This design comes from an exercise in tuning for small area, a short achievable clock period and few clock cycles per item on the open sky130 flow, not from production work. Only simulation tests tie the RTL to the original design; equivalence was not proved. No activity file was given, so power comes from the tool's default toggle rates.

Setup of old:
## pool_linked_list_engine_unit
module pool_linked_list_engine_unit (
    input  wire                 i_clk,
    input  wire                 i_rst_n,
    input  wire                 i_in_valid,
    output logic                o_in_ready,
    input  wire  [2:0]          i_command,
    input  wire  signed [31:0]  i_value,
    input  wire  [6:0]          i_position,
    output logic                o_out_valid,
    input  wire                 i_out_ready,
    output logic signed [31:0]  o_item_value,
    output logic                o_last,
    output logic                o_empty_res,
    output logic [1:0]          o_status
);
For scale: about 12000 cells after synthesis, ~2400 flip-flops, about 84 I/O pins.
clock: 9.0 ns
lec_check: 0
cap_margin: 20
core_margin: 2
core_utilization: 50
place_density: 0.65
setup_slack_margin: 5
slew_margin: 20
synth_hierarchical: 1
synth_minimum_keep_size: 0
run.sh (not shown) runs the stock make flow with config.mk's settings and CLKGATE_MAP_FILE= SYNTH_SCRIPT=/design/flow/synth_recipe.tcl, a recipe that flattens the netlist after the stock synthesis.
Testbench counts of old, summed over its fixed seeds: cycles 16,195, commands 5,600.
> inputs changed (old -> new)
# old
export LEC_CHECK = 0
export CAP_MARGIN = 20
export CORE_MARGIN = 2
export CORE_UTILIZATION = 50
export PLACE_DENSITY = 0.65
export SETUP_SLACK_MARGIN = 5
export SLEW_MARGIN = 20
export SYNTH_HIERARCHICAL = 1
export SYNTH_MINIMUM_KEEP_SIZE = 0
create_clock -name core_clock -period 9.0 [get_ports {i_clk}]
# new
export LEC_CHECK = 0
export CAP_MARGIN = 20
export CORE_MARGIN = 2
export CORE_UTILIZATION = 50
export PLACE_DENSITY = 0.65
export SLEW_MARGIN = 20
export SYNTH_HIERARCHICAL = 1
export SYNTH_MINIMUM_KEEP_SIZE = 0
create_clock -name core_clock -period 9.0 [get_ports {i_clk}]
==> flow/flow/run.sh (new file) <==
#!/bin/bash
set -euo pipefail
bash standard.sh SETUP_SLACK_MARGIN=5.6 finish > standard_flow.log 2>&1
==> flow/standard.sh (new file) <==
#!/bin/bash
# synth_recipe.tcl (not shown) runs the flow's synth.tcl, then flattens the netlist and writes it again
# the make line also repeats each setting of config.mk as NAME=value (left out here)
make -C /OpenROAD-flow-scripts/flow DESIGN_CONFIG=/design/flow/config.mk WORK_HOME=/design/flow/orfs CLKGATE_MAP_FILE= SYNTH_SCRIPT=/design/flow/synth_recipe.tcl "${@:-finish}"
removed: flow/run.sh
[summary]
Buffering overhead, new and old: smaller value in old. [compare] base=old new=new: portion of total power attributed to the clock network went down 0.4 points; power drawn by the sequential cells held; share of cells above drive strength 1 went up 0.94 points; final cell count without fillers went up 0.47%.

* * *

Setup of the reference run:
pool_linked_list_engine_unit, a different RTL version from the one above (not shown whole).
Size: about 12000 cells after synthesis.
clock: 9.0 ns
lec_check: 0
cap_margin: 20
core_margin: 2
core_utilization: 50
cts_cluster_diameter: 80
cts_cluster_size: 25
place_density: 0.65
slew_margin: 20
synth_hierarchical: 1
synth_minimum_keep_size: 0
standard.sh (not shown) runs the stock make flow with config.mk's settings and CLKGATE_MAP_FILE= SYNTH_SCRIPT=/design/flow/synth_recipe.tcl, a recipe that flattens the netlist after the stock synthesis.
==> flow/flow/run.sh <==
#!/bin/bash
set -euo pipefail
bash standard.sh SETUP_SLACK_MARGIN=5.5 finish > standard_flow.log 2>&1
The reference run finished every stage and its layout cleared the timing, DRC and antenna checks.
Testbench counts of the reference run, summed over its fixed seeds: cycles 16,195, commands 5,600.
Modified inputs, the trial run compared to the reference run
# the reference run
export LEC_CHECK = 0
export CAP_MARGIN = 20
export CORE_MARGIN = 2
export CORE_UTILIZATION = 50
export CTS_CLUSTER_DIAMETER = 80
export CTS_CLUSTER_SIZE = 25
export PLACE_DENSITY = 0.65
export SLEW_MARGIN = 20
export SYNTH_HIERARCHICAL = 1
export SYNTH_MINIMUM_KEEP_SIZE = 0
create_clock -name core_clock -period 9.0 [get_ports {i_clk}]
# the trial run
export LEC_CHECK = 0
export CAP_MARGIN = 20
export CORE_MARGIN = 2
export CORE_UTILIZATION = 50
export PLACE_DENSITY = 0.65
export SLEW_MARGIN = 20
export SYNTH_HIERARCHICAL = 1
export SYNTH_MINIMUM_KEEP_SIZE = 0
create_clock -name core_clock -period 9.0 [get_ports {i_clk}]
==> flow/flow/run.sh <==
#!/bin/bash
set -euo pipefail
bash standard.sh SETUP_SLACK_MARGIN=5.6 finish > standard_flow.log 2>&1
--- outcome ---
- Compared to the reference run, the router laid down more metal wire for the trial run.
- The worst reg2reg path depth in the trial run sits 2 below the value recorded for the reference run.
- The reference run → the trial run: areal power density over the cells has increased, via count went up.
- The trial run gives more met3 track utilization from global routing than the reference run did.
- The number of antenna diodes of the trial run falls short of that of the reference run by 1.
- Compare the trial run and the reference run | data arrival time at the worst-slack endpoint lower: the trial run
- Between the trial run and the reference run, the difference in footprint of the multi-input gates is negligible.

[separate check: timing with driven ports]
In the flow no input, the clock included, has a driving cell. The finished layouts below were timed again as built, in two steps.
Step 1: set_driving_cell puts a clkbuf_16 on i_clk and a buf_2 on each other input, an assumption about the parent block.
Step 2, shift: input delay + t, output delay - t, t = (earliest + latest rising clock arrival at the registers) / 2. This alone moves slack from input paths to output paths.
Three values: ideal, step 1, step 2; two values: the first two.
run	t, ns	setup slack, ns	worst hold slack (ns)	worst setup path at the end
old	0.953	4.923 / 4.923 / 4.548	0.421 / 0.421 / 0.421	input to register
new	0.972	5.457 / 5.457 / 4.844	0.418 / 0.418 / 0.418	input to register
the reference run	0.939	5.351 / 5.351 / 5.118	0.441 / 0.441 / 0.441	input to register
the trial run	0.962	5.546 / 5.535 / 5.141	0.428 / 0.428 / 0.428	input to register
After both steps every run listed still meets setup and hold. The setup slack of new, which loses most, moves by 0.000 ns with the drivers and by -0.613 ns with both steps.
